This is an optimization exercise on Yosys and OpenROAD, whose aim is a short achievable clock period and few clock cycles, not a production implementation. Only simulation tests tie the RTL to the original design; equivalence was not proved. Power and IR drop assume default switching activity.

## design.v

```verilog
`default_nettype none
package isa_pkg;
	typedef logic [31:0] word_t;
	typedef logic [4:0] reg_addr_t;
	localparam int OPCODE_MSB = 31;
	localparam int OPCODE_LSB = 27;
	localparam int DEST_MSB = 26;
	localparam int DEST_LSB = 22;
	localparam int SRC1_MSB = 21;
	localparam int SRC1_LSB = 17;
	localparam int SRC2_MSB = 16;
	localparam int SRC2_LSB = 12;
	localparam int IMM_WIDTH = 16;
	typedef enum logic [4:0] {
		OP_ADD  = 5'b00000,
		OP_ADDI = 5'b00001,
		OP_SUB  = 5'b00010,
		OP_AND  = 5'b00011,
		OP_ANDI = 5'b00100,
		OP_OR   = 5'b00101,
		OP_ORI  = 5'b00110,
		OP_XOR  = 5'b00111,
		OP_SLL  = 5'b01000,
		OP_SRL  = 5'b01001,
		OP_SRA  = 5'b01010,
		OP_LLI  = 5'b01011,
		OP_LUI  = 5'b01100,
		OP_B    = 5'b10001,
		OP_BL   = 5'b10010,
		OP_RET  = 5'b10011
	} opcode_e;
	typedef enum logic [2:0] {
		ALU_ADD,
		ALU_SUB,
		ALU_AND,
		ALU_OR,
		ALU_XOR,
		ALU_SLL,
		ALU_SRL,
		ALU_SRA
	} alu_op_e;
	typedef enum logic [2:0] {
		COND_NE,
		COND_EQ,
		COND_GT,
		COND_LT,
		COND_GE,
		COND_LE,
		COND_OVERFLOW,
		COND_ALWAYS
	} branch_cond_e;
	typedef struct packed {
		logic zero;
		logic sign;
		logic overflow;
	} flags_t;
endpackage
`default_nettype wire
`default_nettype none
package pipe_pkg;
	typedef enum logic [1:0] {
		WRITE_NONE,
		WRITE_FULL,
		WRITE_LOWER,
		WRITE_UPPER
	} write_kind_e;
	typedef struct packed {
		write_kind_e write_kind;
		logic [4:0] dest;
		logic [31:0] data;
	} reg_write_t;
	typedef struct packed {
		logic [31:0] operand1;
		logic [31:0] operand2;
		logic [31:0] immediate;
		logic [4:0] source1;
		logic [4:0] source2;
		logic [2:0] alu_op;
		logic use_immediate;
		logic select_immediate;
		logic update_flags;
		write_kind_e write_kind;
		logic [4:0] dest;
	} ex_payload_t;
	localparam int EX_PAYLOAD_BITS = 3 * 32 + 2 * 5 + 3 + 3 + 2 + 5;
	typedef reg_write_t wb_payload_t;
	localparam int WB_PAYLOAD_BITS = 2 + 5 + 32;
endpackage
`default_nettype wire
`default_nettype none
`timescale 1ns/1ns
module register_file (
	input  wire         clk,
	input  wire         rst_n,
	input  wire  [4:0]  addr1,
	input  wire  [4:0]  addr2,
	output logic [31:0] data1,
	output logic [31:0] data2,
	input  wire         we,
	input  wire  [4:0]  waddr,
	input  wire  [31:0] wdata
);
	logic [31:0] regs [32];
	logic [31:0] valid;
	always_ff @(posedge clk or negedge rst_n) begin
		if (!rst_n) begin
			valid <= '0;
		end else if (we && waddr != 5'd0) begin
			valid[waddr] <= 1'b1;
		end
	end
	always_ff @(posedge clk) begin
		for (int i = 1; i < 32; i++) begin
			if (we && waddr == 5'(i)) begin
				regs[i] <= wdata;
			end
		end
	end
	assign data1 = valid[addr1] ? regs[addr1] : '0;
	assign data2 = valid[addr2] ? regs[addr2] : '0;
endmodule
`default_nettype wire
`default_nettype none
`timescale 1ns/1ns
module ks_add #(
	parameter int W = 32
) (
	input  wire  [W-1:0] a,
	input  wire  [W-1:0] b,
	input  wire          cin,
	output logic [W-1:0] sum,
	output logic         cout
);
	localparam int L = (W <= 2) ? 1 : (W <= 4) ? 2 : (W <= 8) ? 3 : (W <= 16) ? 4 : (W <= 32) ? 5 : 6;
	logic [W-1:0] g [L+1];
	logic [W-1:0] p [L+1];
	logic [W-1:0] hp;
	assign hp = a ^ b;
	assign p[0] = hp;
	assign g[0] = {a[W-1:1] & b[W-1:1], (a[0] & b[0]) | (hp[0] & cin)};
	for (genvar l = 0; l < L; l++) begin : g_level
		for (genvar i = 0; i < W; i++) begin : g_bit
			if (i >= (1 << l)) begin : g_merge
				assign g[l+1][i] = g[l][i] | (p[l][i] & g[l][i - (1 << l)]);
				assign p[l+1][i] = p[l][i] & p[l][i - (1 << l)];
			end else begin : g_pass
				assign g[l+1][i] = g[l][i];
				assign p[l+1][i] = p[l][i];
			end
		end
	end
	assign sum = hp ^ {g[L][W-2:0], cin};
	assign cout = g[L][W-1];
endmodule
`default_nettype wire
`default_nettype none
`timescale 1ns/1ns
module pipeline_core #(
	parameter int INSTR_ADDR_WIDTH = 11
) (
	input  wire                          clk,
	input  wire                          rst_n,
	output logic [INSTR_ADDR_WIDTH-1:0]  instr_addr,
	input  wire isa_pkg::word_t          instr,
	output pipe_pkg::reg_write_t         reg_write
);
	localparam int AW = INSTR_ADDR_WIDTH;
	function automatic logic cond_met(logic [2:0] c, logic z, logic s, logic v);
		case (c)
			3'd0: cond_met = !z;
			3'd1: cond_met = z;
			3'd2: cond_met = !z && !s;
			3'd3: cond_met = !z && s;
			3'd4: cond_met = z || !s;
			3'd5: cond_met = z || s;
			3'd6: cond_met = v;
			default: cond_met = 1'b1;
		endcase
	endfunction
	logic [AW-1:0] o_addr;
	logic [AW-1:0] pc_n;
	logic [AW-1:0] link;
	logic          fd_valid;
	logic [31:0]   fd_instr;
	logic [AW-1:0] fd_pc_p1;
	logic [AW-1:0] fd_target;
	logic          fd_pred;
	logic [AW-1:0] fd_link;
	logic [4:0]    fd_ra1;
	logic          de_valid;
	logic          de_we;
	logic          de_flag;
	logic          de_br;
	logic [4:0]    de_dest;
	logic [1:0]    de_kind;
	logic          de_s_add;
	logic          de_s_sub;
	logic          de_s_and;
	logic          de_s_or;
	logic          de_s_xor;
	logic          de_s_sll;
	logic          de_s_sr;
	logic          de_s_sh;
	logic          de_s_lli;
	logic          de_s_lui;
	logic          de_sra;
	logic [31:0]   de_a;
	logic [31:0]   de_a2n;
	logic [31:0]   de_op2;
	logic [31:0]   de_op2n;
	logic [4:0]    de_sh;
	logic [31:0]   de_imm;
	logic [2:0]    de_cond;
	logic          de_pred;
	logic [AW-1:0] de_fix;
	logic [AW-1:0] de_link_fix;
	logic          w_we;
	logic [4:0]    w_dest;
	logic [31:0]   w_full;
	logic [31:0]   last_res;
	logic          last_ok;
	logic          last_v;
	logic        w_flag;
	logic [31:0] flag_res;
	logic z_r;
	logic s_r;
	assign flag_res = w_flag ? w_full : last_res;
	assign z_r = last_ok && (flag_res == 32'd0);
	assign s_r = last_ok && flag_res[31];
	logic [31:0] add_res;
	logic [31:0] sub_res;
	logic        add_co;
	logic        sub_co;
	logic [31:0] sll_res;
	logic [31:0] sr_res;
	logic [31:0] sh_res;
	logic [31:0] logic_res;
	logic [31:0] half_res;
	logic [31:0] oth_res;
	logic [31:0] e_full;
	logic [31:0] out_data;
	logic        e_v;
	ks_add #(.W(32)) u_add (
		.a(~de_a2n),
		.b(de_op2),
		.cin(1'b0),
		.sum(add_res),
		.cout(add_co)
	);
	ks_add #(.W(32)) u_sub (
		.a(~de_a2n),
		.b(de_op2n),
		.cin(1'b1),
		.sum(sub_res),
		.cout(sub_co)
	);
	assign sll_res = de_a << de_sh;
	assign sr_res = 32'($signed({de_sra && de_a[31], de_a}) >>> de_sh);
	assign sh_res = ({32{de_s_sll}} & sll_res) | ({32{de_s_sr}} & sr_res);
	assign logic_res = ({32{de_s_and}} & (de_a & de_op2))
		| ({32{de_s_or}} & (de_a | de_op2))
		| ({32{de_s_xor}} & (de_a ^ de_op2));
	assign half_res = ({32{de_s_lli}} & {de_a[31:16], de_op2[15:0]})
		| ({32{de_s_lui}} & {de_op2[31:16], de_a[15:0]});
	assign oth_res = logic_res | half_res;
	assign e_full = ({32{de_s_add}} & add_res)
		| ({32{de_s_sub}} & sub_res)
		| sh_res
		| oth_res;
	assign out_data = ({32{de_s_add}} & add_res)
		| ({32{de_s_sub}} & sub_res)
		| sh_res
		| logic_res
		| ({32{de_s_lli || de_s_lui}} & de_imm);
	assign e_v = (de_s_add && (de_a[31] == de_op2[31]) && (add_res[31] != de_a[31]))
		|| (de_s_sub && (de_a[31] != de_op2[31]) && (sub_res[31] != de_a[31]));
	logic e_taken;
	logic ex_mis;
	assign e_taken = cond_met(de_cond, z_r, s_r, last_v);
	assign ex_mis = de_br && (e_taken != de_pred);
	logic [4:0]  d_op;
	logic [4:0]  d_dest;
	logic [4:0]  d_ra2;
	logic [2:0]  d_cond;
	logic [31:0] d_imm;
	logic        d_alu;
	logic        d_lli;
	logic        d_lui;
	logic        d_half;
	logic        d_we;
	logic        d_use_imm;
	logic        d_shift;
	logic        d_br;
	logic        d_is_bl;
	assign d_op = fd_instr[31:27];
	assign d_dest = fd_instr[26:22];
	assign d_ra2 = fd_instr[16:12];
	assign d_cond = fd_instr[26:24];
	assign d_imm = {{16{fd_instr[15]}}, fd_instr[15:0]};
	assign d_alu = fd_valid && (fd_instr != 32'd0) && (d_op <= 5'd10);
	assign d_lli = fd_valid && (d_op == 5'd11);
	assign d_lui = fd_valid && (d_op == 5'd12);
	assign d_half = d_lli || d_lui;
	assign d_we = (d_alu || d_half) && (d_dest != 5'd0);
	assign d_use_imm = (d_op == 5'd1) || (d_op == 5'd4) || (d_op == 5'd6);
	assign d_shift = (d_op == 5'd8) || (d_op == 5'd9) || (d_op == 5'd10);
	assign d_br = fd_valid && ((d_op == 5'd17) || (d_op == 5'd18));
	assign d_is_bl = (d_op == 5'd18);
	logic [31:0] rf1;
	logic [31:0] rf2;
	register_file u_regs (
		.clk(clk),
		.rst_n(rst_n),
		.addr1(fd_ra1),
		.addr2(d_ra2),
		.data1(rf1),
		.data2(rf2),
		.we(w_we),
		.waddr(w_dest),
		.wdata(w_full)
	);
	logic        sel_e1;
	logic        sel_e2;
	logic [31:0] pre1;
	logic [31:0] pre2;
	logic [31:0] a_n;
	logic [31:0] op2_n;
	logic [31:0] op2n_n;
	logic [4:0]  sh_n;
	assign sel_e1 = de_we && (de_dest == fd_ra1);
	assign sel_e2 = de_we && (de_dest == d_ra2) && !d_use_imm && !d_half;
	assign pre1 = (w_we && w_dest == fd_ra1) ? w_full : rf1;
	always_comb begin
		if (d_use_imm) begin
			pre2 = d_imm;
		end else if (d_lli) begin
			pre2 = {16'h0000, fd_instr[15:0]};
		end else if (d_lui) begin
			pre2 = {fd_instr[15:0], 16'h0000};
		end else if (w_we && w_dest == d_ra2) begin
			pre2 = w_full;
		end else begin
			pre2 = rf2;
		end
	end
	logic f1_add;
	logic f1_sub;
	logic f1_sh;
	logic f2_add;
	logic f2_sub;
	logic f2_sh;
	logic fs_add;
	logic fs_sub;
	logic fs_sh;
	logic [31:0] rest1;
	logic [31:0] rest2;
	logic [31:0] rest2n;
	logic [4:0]  rests;
	assign f1_add = sel_e1 && de_s_add;
	assign f1_sub = sel_e1 && de_s_sub;
	assign f1_sh = sel_e1 && de_s_sh;
	assign f2_add = sel_e2 && de_s_add;
	assign f2_sub = sel_e2 && de_s_sub;
	assign f2_sh = sel_e2 && de_s_sh;
	assign fs_add = f2_add && d_shift;
	assign fs_sub = f2_sub && d_shift;
	assign fs_sh = f2_sh && d_shift;
	assign rest1 = sel_e1 ? oth_res : pre1;
	assign rest2 = sel_e2 ? oth_res : pre2;
	assign rest2n = sel_e2 ? ~oth_res : ~pre2;
	assign rests = !d_shift ? 5'd0 : sel_e2 ? oth_res[4:0] : pre2[4:0];
	assign a_n = ({32{f1_add}} & add_res) | ({32{f1_sub}} & sub_res)
		| ({32{f1_sh}} & sh_res) | rest1;
	assign op2_n = ({32{f2_add}} & add_res) | ({32{f2_sub}} & sub_res)
		| ({32{f2_sh}} & sh_res) | rest2;
	assign op2n_n = ~(({32{f2_add}} & add_res) | ({32{f2_sub}} & sub_res)
		| ({32{f2_sh}} & sh_res)) & rest2n;
	assign sh_n = ({5{fs_add}} & add_res[4:0]) | ({5{fs_sub}} & sub_res[4:0])
		| ({5{fs_sh}} & sh_res[4:0]) | rests;
	logic        e_flag;
	logic [31:0] zt;
	logic        zf;
	logic        d_resolve;
	logic        d_taken;
	logic        d_mis;
	logic [AW-1:0] d_fix;
	logic [AW-1:0] d_link_fix;
	assign e_flag = de_valid && de_flag;
	assign zt = ({32{de_s_add}} & (de_a ^ de_op2 ^ {de_a[30:0] | de_op2[30:0], 1'b0}))
		| ({32{de_s_sub}} & (de_a ^ de_op2))
		| logic_res;
	assign zf = (zt == 32'd0);
	always_comb begin
		d_resolve = 1'b1;
		d_taken = cond_met(d_cond, z_r, s_r, last_v);
		if (e_flag) begin
			d_taken = cond_met(d_cond, zf, logic_res[31], 1'b0);
			if (d_cond != 3'd7 && (de_s_sh
					|| ((de_s_add || de_s_sub) && d_cond != 3'd0 && d_cond != 3'd1))) begin
				d_resolve = 1'b0;
			end
		end
	end
	assign d_mis = d_br && d_resolve && (d_taken != fd_pred);
	assign d_fix = fd_pred ? fd_pc_p1 : fd_target;
	assign d_link_fix = (d_is_bl && !fd_pred) ? fd_pc_p1 : fd_link;
	logic [AW-1:0] fetch_pc;
	logic [AW-1:0] cur_link;
	logic [4:0]    f_op;
	logic          f_bl;
	logic          f_ret;
	logic          f_pred;
	logic          f_half;
	logic [AW-1:0] f_pc_p1;
	logic [AW-1:0] f_target;
	logic          f_target_co;
	logic [AW-1:0] f_seq;
	logic [AW-1:0] f_npc;
	logic [AW-1:0] npc;
	logic          mis;
	logic [AW-1:0] rd_fix;
	logic [AW-1:0] rd_link_fix;
	assign fetch_pc = ~pc_n;
	assign cur_link = link;
	assign instr_addr = o_addr;
	assign f_op = instr[31:27];
	assign f_bl = (f_op == 5'd18);
	assign f_ret = (f_op == 5'd19);
	assign f_pred = ((f_op == 5'd17) || f_bl) && ((instr[26:24] == 3'd7) || instr[15]);
	assign f_half = (f_op == 5'd11) || (f_op == 5'd12);
	assign f_pc_p1 = fetch_pc + 1'b1;
	ks_add #(.W(AW)) u_target (
		.a(fetch_pc),
		.b(instr[AW-1:0]),
		.cin(1'b1),
		.sum(f_target),
		.cout(f_target_co)
	);
	assign f_seq = f_ret ? cur_link : f_pc_p1;
	assign f_npc = f_pred ? f_target : f_seq;
	assign mis = ex_mis || d_mis;
	assign rd_fix = ex_mis ? de_fix : d_fix;
	assign rd_link_fix = ex_mis ? de_link_fix : d_link_fix;
	assign npc = mis ? rd_fix : f_npc;
	always_ff @(posedge clk or negedge rst_n) begin
		if (!rst_n) begin
			o_addr <= '0;
			pc_n <= '1;
			link <= '0;
			fd_valid <= 1'b0;
		end else begin
			o_addr <= npc;
			pc_n <= ~npc;
			if (mis) begin
				link <= rd_link_fix;
			end else if (f_bl && f_pred) begin
				link <= f_pc_p1;
			end
			fd_valid <= !mis;
		end
	end
	always_ff @(posedge clk) begin
		fd_instr <= instr;
		fd_pc_p1 <= f_pc_p1;
		fd_target <= f_target;
		fd_pred <= f_pred;
		fd_link <= cur_link;
		fd_ra1 <= f_half ? instr[26:22] : instr[21:17];
	end
	always_ff @(posedge clk or negedge rst_n) begin
		if (!rst_n) begin
			de_valid <= 1'b0;
			de_we <= 1'b0;
			de_br <= 1'b0;
		end else begin
			de_valid <= fd_valid && !ex_mis;
			de_we <= d_we && !ex_mis;
			de_br <= d_br && !d_resolve && !ex_mis;
		end
	end
	always_ff @(posedge clk) begin
		de_dest <= d_dest;
		de_kind <= d_lli ? 2'd2 : d_lui ? 2'd3 : 2'd1;
		de_flag <= d_alu;
		de_s_add <= (d_op == 5'd0) || (d_op == 5'd1);
		de_s_sub <= (d_op == 5'd2);
		de_s_and <= (d_op == 5'd3) || (d_op == 5'd4);
		de_s_or <= (d_op == 5'd5) || (d_op == 5'd6);
		de_s_xor <= (d_op == 5'd7);
		de_s_sll <= (d_op == 5'd8);
		de_s_sr <= (d_op == 5'd9) || (d_op == 5'd10);
		de_s_sh <= d_shift;
		de_s_lli <= (d_op == 5'd11);
		de_s_lui <= (d_op == 5'd12);
		de_sra <= (d_op == 5'd10);
		de_a <= a_n;
		de_a2n <= ~a_n;
		de_op2 <= op2_n;
		de_op2n <= op2n_n;
		de_sh <= sh_n;
		de_imm <= d_imm;
		de_cond <= d_cond;
		de_pred <= fd_pred;
		de_fix <= d_fix;
		de_link_fix <= d_link_fix;
	end
	always_ff @(posedge clk or negedge rst_n) begin
		if (!rst_n) begin
			reg_write.write_kind <= pipe_pkg::WRITE_NONE;
			w_we <= 1'b0;
			w_flag <= 1'b0;
			last_ok <= 1'b0;
			last_v <= 1'b0;
		end else begin
			reg_write.write_kind <= de_we ? pipe_pkg::write_kind_e'(de_kind) : pipe_pkg::WRITE_NONE;
			w_we <= de_we;
			w_flag <= e_flag;
			if (e_flag) begin
				last_ok <= 1'b1;
				last_v <= e_v;
			end
		end
	end
	always_ff @(posedge clk) begin
		reg_write.dest <= de_dest;
		reg_write.data <= out_data;
		w_dest <= de_dest;
		w_full <= e_full;
		if (w_flag) begin
			last_res <= w_full;
		end
	end
endmodule
`default_nettype wire
```

## run.sh

```bash
#!/bin/bash
# synth_recipe.tcl (not shown) runs the flow's synth.tcl, then flattens the netlist and writes it again
# the make line also repeats each setting of config.mk as NAME=value (left out here)
make -C /OpenROAD-flow-scripts/flow DESIGN_CONFIG=/design/flow/config.mk WORK_HOME=/design/flow/orfs CLKGATE_MAP_FILE= SYNTH_SCRIPT=/design/flow/synth_recipe.tcl finish
```

## constraint.sdc

```tcl
create_clock -name core_clock -period 8.0 [get_ports {clk}]
set_input_delay 1.6000 -clock core_clock [delete_from_list [all_inputs] [get_ports {clk}]]
set_output_delay 1.6000 -clock core_clock [all_outputs]
set_load 0.01 [all_outputs]
```

## config.mk

```make
export PLATFORM = sky130hd
export DESIGN_NAME = pipeline_core
export DESIGN_NICKNAME = pipeline_core
export VERILOG_FILES = /design/flow/design.v
export SDC_FILE = /design/flow/constraint.sdc
export NUM_CORES = 4
export LEC_CHECK = 0
export ABC_CLOCK_PERIOD_IN_PS = 1500
export CAP_MARGIN = 20
export CORE_MARGIN = 2
export CORE_UTILIZATION = 35
export SETUP_SLACK_MARGIN = 5
export SLEW_MARGIN = 20
```

==> results of run 1 <==
-- layer usage --
| layer | part of all wire (%) | GRT usage, % | wire (um) |
|---|---|---|---|
| met2 | 39 | 46.18 | 134400 |
| met4 | 9.4 | 23.28 | 32240 |
| met3 | 17 | 14.62 | 57270 |
| met5 | 0.12 | 0.9531 | 419 |
| met1 | 35 | 42.34 | 118800 |
-- metrics by stage --
stage	hold slack [ns]	instances	power, uW
after floorplan	0.3258	5542	12500
after global placement	0.3468	7965	14520
after detailed placement	0.3462	7966	14570
after CTS	0.3549	8533	22710
after global routing	0.3662	8655	24230
final	0.3528	8666	23690
-- state kept, by name, summed over array words and instances (netlist names), 16 cells and up --
register	cells
fd_instr	32
de_a	32
u_regs.regs	992
last_res	32
de_a2n	32
de_op2	32
reg_write	35
de_imm	16
u_regs.valid	32
w_full	32
de_op2n	32
-- placed cells by master, fill, tap and decap left out, types with 48 or more instances in the layout --
master / count
a21oi_1: 140
a21oi_2: 56
dfxtp_1: 269
mux2i_1: 89
a22o_1: 164
ha_1: 84
o21ai_2: 50
mux2_2: 65
a21o_1: 77
clkbuf_16: 153
o21ai_0: 95
a221oi_1: 195
a222oi_1: 64
dfxtp_4: 67
edfxtp_1: 992
a22oi_1: 529
buf_4: 417
nor2_4: 88
inv_1: 141
buf_12: 48
xor2_1: 53
ha_4: 48
buf_6: 119
nor3_1: 50
nand4_1: 153
nand2_1: 324
dfrtp_1: 63
mux4_2: 56
nor2_1: 167
nand3_1: 78
-- cells by family (layout without fill, tap and decap cells) --
family	count (synthesis)	after routing	share of synthesized area [%]
compound gates	1813	1813	20.27
xor+xnor	127	127	1.663
fa+ha+maj	146	146	2.765
buf+inv	568	1163	3.244
flops	1430	1430	58.24
mux	253	253	5.033
other cells	0	16	0
simple gates	1205	1207	8.790
-- timing repair --
| action | CTS | global route |
|---|---|---|
| cloned | 16 | 5 |
| endpoints found under the setup margin | 288 | 230 |
| hold endpoints to repair | 0 | 0 |
| setup buffers | 277 | 112 |
| resized for setup | 918 | 361 |
| pin swaps | 199 | 161 |
-- cell type report --
type	count	share of cell area [%]
inverters	188	0.8578
flip-flops and latches	1430	45.82
diodes	16	0.04676
repair buffers	701	8.063
clock inverters	98	1.261
multi-input cells	3546	35.81
well taps	2511	3.669
clock buffers	176	4.473
-- worst paths after layout --
path | from | end | slack [ns] | cells past startpoint
max | de_a2n[0] | de_a[14] | 4.31 | 14
min | fd_instr[23] | de_dest[1] | 0.35 | 0
max reg2reg | de_a2n[0] | de_a[14] | 4.31 | 14
min reg2reg | fd_instr[23] | de_dest[1] | 0.35 | 0
max in group asynchronous | rst_n | w_flag | 6.12 | 2
min in group asynchronous | rst_n | reg_write[38] | 0.71 | 1
-- power by group --
part,switching (uW),internal [uW]
Combinational,4240,3050
Clock,3190,3930
Sequential,474,8800
Total,7900,15800
==> impl_metrics.env, run 1 <==
export IMPL_synthesis_nets=5722
export IMPL_cts_sinks=1430
export IMPL_vias=61327
export IMPL_worst_slew_pin_slew_ns=1.189
export IMPL_die_area_mm2=0.1946
export IMPL_power_leakage_uw=0.03121
export IMPL_critPathTopFamily="compound AO/OA/AOI/OAI gates"
export IMPL_postLayoutCellArea_mm2=0.08562
export IMPL_peakVddDrop_mv=0.2254
export IMPL_rows=160
export IMPL_viasPerCell=7.077
export IMPL_worst_ep_required_time_ns=8.73
export IMPL_async_flop_share_pct=5.245
export IMPL_cts_path_max_buffers=3
export IMPL_placed_area_mm2=0.07242
export IMPL_setup_tns_ns=0
export IMPL_initialDrtViolationCount=14422
export IMPL_fin_skew_ns=0.06488
export IMPL_holdBufCountCts=0
export IMPL_die_w_um=441.1
export IMPL_antenna_found_initial=20
export IMPL_overflow=0
export IMPL_postSynthCellCount=5542
export IMPL_grt_use_total_pct=33.70
export IMPL_min_period_over_period_pct=46.08
export IMPL_dpl_hpwl_um=194700
export IMPL_die_h_um=441.1
export IMPL_coreArea_mm2=0.1900
export IMPL_drv_cap=0
export IMPL_synth_top_area_share_pct=44.54
export IMPL_critical_path_max_fanout=4
export IMPL_seq_area_frac_synth_pct=58.24
export IMPL_setup_violations=0
export IMPL_cts_max_level=4
export IMPL_yosysWarnings=41
export IMPL_crit_chain="ha_4, inv_2, fa_2, a21o_1, a21oi_2, nand2b_4, a31oi_4, a221o_2, a21o_1, a21oi_4, xnor2_2, a221o_1, a211o_4, o21ba_4"
export IMPL_synth_common_cells="edfxtp_1 (992), a22oi_1 (552), dfxtp_1 (363)"
export IMPL_setup_ws_ns=4.314
export IMPL_wl_per_cell_um=39.60
export IMPL_end_kind="flip-flop"
export IMPL_crit_top_cell="a21o_1"
export IMPL_seq_area_mm2=0.03924
export IMPL_grt_setup_unrepaired="true"
export IMPL_area_growth_syn_to_layout_pct=28.03
export IMPL_worst_setup_path_start_kind="flip-flop"
export IMPL_cts_tree="yes"
export IMPL_grt_pass1_wl_um=457200
export IMPL_grt_max_degree=62
export IMPL_drtAntennaViolNets=0
export IMPL_synth_seq_cells=1430
export IMPL_multiInputGateArea_mm2=0.03066
export IMPL_critPathMaxStageDelay_ns=0.52
export IMPL_critPathBufInv=1
export IMPL_post_place_ws_ns=3.194
export IMPL_hold_violations=0
export IMPL_slowest_stage="a221o_2"
export IMPL_worstSetupPathType="reg2reg"
export IMPL_status="complete, no violations"
export IMPL_start_util_pct=35.20
export IMPL_hold_class="reg2reg"
export IMPL_pin_count=84
export IMPL_fin_nets=6194
export IMPL_synth_area_top_cells="edfxtp_1 (45%), dfxtp_1 (11%), a22oi_1 (6.2%)"
export IMPL_timing_fmax_ghz=0.2713
export IMPL_synth_area_mm2=0.06688
export IMPL_clk_pin_slew_worst_paths_ns=0.06
export IMPL_cts_buffers=147
export IMPL_syn_area_per_cell_um2=12.07
export IMPL_remaining_drc_errors=0
export IMPL_synth_top_cell_by_area="edfxtp_1"
export IMPL_ys_types=89
export IMPL_power_density_mw_per_mm2=276.7
export IMPL_final_core_util_pct=45.07
export IMPL_synth_edf_count=992
export IMPL_gp_congestion=1.016
export IMPL_routed_wirelength_um=343200
export IMPL_clk_latency_ns=0.87
export IMPL_cts_root_buffer="clkbuf_16"
export IMPL_slew_limit_headroom_pct=20.75
export IMPL_maxSlewViolCount=0
export IMPL_drive_gt1_share_pct=30.46
export IMPL_portBuffers=83
export IMPL_yosysMostFrequentCell="edfxtp_1"
export IMPL_firstDrtPassIters=15
export IMPL_nFillCells=16753
export IMPL_grt_pass1_vias=56667
export IMPL_synth_flop_cell="edfxtp_1"
export IMPL_cp_arrival_ns=4.41
export IMPL_fin_crit_ns=3.686
Testbench counts, summed over its fixed seeds: cycles 54,238.
==> run 2: changes to the inputs <==
--- a/config.mk
+++ b/config.mk
@@ -10,3 +10,3 @@
 export CORE_MARGIN = 2
-export CORE_UTILIZATION = 35
+export CORE_UTILIZATION = 40
 export SETUP_SLACK_MARGIN = 5
==> impl_metrics.env, run 2 <==
export IMPL_fin_crit_ns=3.801
export IMPL_power_leakage_uw=0.03177
export IMPL_holdBufCountCts=0
export IMPL_yosysMostFrequentCell="edfxtp_1"
export IMPL_end_kind="flip-flop"
export IMPL_cts_path_max_buffers=3
export IMPL_nFillCells=13982
export IMPL_synth_area_top_cells="edfxtp_1 (45%), dfxtp_1 (11%), a22oi_1 (6.2%)"
export IMPL_die_area_mm2=0.1705
export IMPL_placed_cells_incl_taps=7675
export IMPL_area_growth_syn_to_layout_pct=29.56
export IMPL_timing_fmax_ghz=0.2631
export IMPL_initialDrtViolationCount=15758
export IMPL_grt_pass1_wl_um=465900
export IMPL_cp_arrival_ns=4.52
export IMPL_final_cell_mix="edfxtp_1 (992), a22oi_1 (511), buf_4 (437)"
export IMPL_syn_area_per_cell_um2=12.07
export IMPL_cts_buffers=150
export IMPL_grt_pass1_vias=57501
export IMPL_coreArea_mm2=0.1667
export IMPL_portBuffers=83
export IMPL_crit_chain="nor4_1, nand2_1, a21oi_2, nand4_1, buf_6, buf_4, a32oi_1, o21ai_2, nor4_2, a31oi_1, nand4_2, buf_6, buf_16, mux2_2, mux2_2"
export IMPL_final_core_util_pct=51.99
export IMPL_status="complete, no violations"
export IMPL_hold_violations=0
export IMPL_worst_ep_required_time_ns=8.72
export IMPL_placed_area_mm2=0.07223
export IMPL_wl_per_cell_um=41.65
export IMPL_critPathMaxStageDelay_ns=0.80
export IMPL_finalPower_uw=24410
export IMPL_setup_tns_ns=0
export IMPL_top_regs="u_regs.regs x992, reg_write x35"
export IMPL_maxSlewViolCount=0
export IMPL_power_density_mw_per_mm2=281.7
export IMPL_gp_congestion=1.003
export IMPL_clk_latency_ns=0.87
export IMPL_grt_max_degree=68
export IMPL_synth_common_cells="edfxtp_1 (992), a22oi_1 (552), dfxtp_1 (363)"
export IMPL_drv_cap=0
export IMPL_start_util_pct=40.13
export IMPL_synth_top_cell_by_area="edfxtp_1"
export IMPL_cts_sinks=1430
export IMPL_antenna_found_initial=24
export IMPL_remaining_drc_errors=0
export IMPL_instances_no_fill=8422
export IMPL_postSynthCellCount=5542
export IMPL_slew_limit_headroom_pct=17.73
export IMPL_synth_seq_cells=1430
export IMPL_worst_slew_pin_slew_ns=1.234
export IMPL_async_flop_share_pct=5.245
export IMPL_drive_gt1_share_pct=31.63
export IMPL_fin_skew_ns=0.04891
export IMPL_critical_path_max_fanout=7
export IMPL_overflow=0
export IMPL_cts_root_buffer="clkbuf_16"
export IMPL_synth_edf_count=992
export IMPL_clk_pin_slew_worst_paths_ns=0.06
export IMPL_min_period_over_period_pct=47.52
export IMPL_pin_count=84
export IMPL_synthesis_nets=5722
export IMPL_slowest_stage="nor4_1"
export IMPL_worst_setup_path_start_kind="flip-flop"
export IMPL_seq_area_frac_synth_pct=58.24
export IMPL_postLayoutCellArea_mm2=0.08664
export IMPL_setup_violations=0
export IMPL_yosysWarnings=41
export IMPL_cts_tree="yes"
export IMPL_drtAntennaViolNets=0
export IMPL_hold_class="reg2reg"
export IMPL_synth_area_mm2=0.06688
export IMPL_fin_nets=6247
export IMPL_routed_wirelength_um=350800
export IMPL_die_w_um=412.9
export IMPL_worstSetupPathType="reg2reg"
export IMPL_viasPerCell=7.480
export IMPL_cts_max_level=4
export IMPL_critPathTopFamily="simple AND/OR/NAND/NOR gates"
export IMPL_grt_use_total_pct=39.44
export IMPL_regMostFlops="u_regs.regs"
export IMPL_vias=62994
export IMPL_synth_top_area_share_pct=44.54
export IMPL_die_h_um=412.9
export IMPL_dpl_hpwl_um=201000
export IMPL_critPathBufInv=4
export IMPL_peakVddDrop_mv=0.2558
export IMPL_largest_reg_flops=992
export IMPL_rows=150
export IMPL_layout_commonest_cell="edfxtp_1"
export IMPL_synth_flop_cell="edfxtp_1"
export IMPL_ys_types=89
export IMPL_grt_setup_unrepaired="true"
export IMPL_firstDrtPassIters=17
==> run 2: cell counts after synthesis <==
Identical to the previous run, type by type.
==> run 2: logic make-up after synthesis <==
kind of cell             share of synthesized area, %
AO/OA/AOI/OAI                                   20.27
XOR/XNOR                                        1.663
adder cells (fa/ha/maj)                         2.765
buffers and inverters                           3.244
flip-flops                                      58.24
multiplexers                                    5.033
AND/OR/NAND/NOR                                 8.790
==> run 2: where the power goes <==
part / switching [uW] / internal (uW)
combinational: 4310 / 3170
sequential: 473 / 8800
clock: 3220 / 4430
==> run 2: cell type report <==
type | count | area (um^2) | share of cell area [%]
flip-flops and latches | 1430 | 39230 | 45.27
multi-input cells | 3545 | 30900 | 35.66
repair buffers | 752 | 7604 | 8.776
clock buffers | 185 | 4010 | 4.628
well taps | 2204 | 2758 | 3.183
clock inverters | 94 | 1338 | 1.544
inverters | 188 | 745.7 | 0.8607
diodes | 24 | 60.06 | 0.06932
==> run 2: path summary, 6_finish.rpt <==
kind	from	to	slack [ns]	depth (start not counted)
min	fd_instr[22]	de_dest[0]	0.35	0
max reg2reg	last_res[27]	o_addr[4]	4.20	15
max in group asynchronous	rst_n	w_we	6.21	2
min in group asynchronous	rst_n	last_v	0.63	1
min reg2reg	fd_instr[22]	de_dest[0]	0.35	0
max	last_res[27]	o_addr[4]	4.20	15
==> run 2: per-stage QoR <==
| stage | worst slack, ns | hold WS [ns] |
|---|---|---|
| final | 4.199 | 0.3549 |
| after global routing | 4.151 | 0.3646 |
| after CTS | 4.350 | 0.3566 |
| after detailed placement | 3.053 | 0.3487 |
| after global placement | 2.544 | 0.3413 |
| after floorplan | 4.109 | 0.3258 |
==> run 2: worst reg2reg max path, delay by kind of cell (launching register included) <==
kind | cells | cell delay [ns]
AO/OA/AOI/OAI | 4 | 0.63
buffers and inverters | 4 | 0.64
flip-flops | 1 | 0.32
multiplexers | 2 | 0.63
AND/OR/NAND/NOR | 5 | 1.47
==> run 2: timing repair <==
item                                    CTS  global route
endpoints found under the setup margin  325           228
resized for setup                       961           372
setup buffers                           314           117
pin swaps                               233           227
hold endpoints to repair                  0             0
cloned                                    8             5
==> run 2: metal layers <==
metal | routed length [um] | part of all wire (%) | track usage [%] | vias up
met3 | 62170 | 18 | 20.68 | 2248
met5 | 641 | 0.18 | 2.176 | -
met1 | 120400 | 34 | 49.04 | 30380
met4 | 32890 | 9.4 | 26.59 | 36
met2 | 134700 | 38 | 52.26 | 7132
li1 | - | - | - | 23198

## separate check: timing with driven ports
In the flow no input, the clock included, has a driving cell. The finished layouts below were timed again as built, in two steps. Step 1 assumes that a clkbuf_16 drives the clock port and a buf_2 every other input. Step 2, shift: input delay + t, output delay - t, t = (earliest + latest rising clock arrival at the registers) / 2. This alone moves slack from input paths to output paths. Three values: ideal, step 1, step 2; two values: the first two.
run	t (ns)	slack for setup (ns)	worst hold slack (ns)	worst setup path at the end	worst register clock-pin slew, ns
run 1	0.934	4.314 / 4.314 / 3.516	0.353 / 0.353 / 0.353	input to register	0.07 / 0.07
run 2	0.935	4.199 / 4.199 / 3.600	0.355 / 0.355 / 0.355	input to register	0.07 / 0.07
After both steps every run listed still meets setup and hold. The setup slack of run 1, which loses most, moves by 0.000 ns with the drivers and by -0.798 ns with both steps.
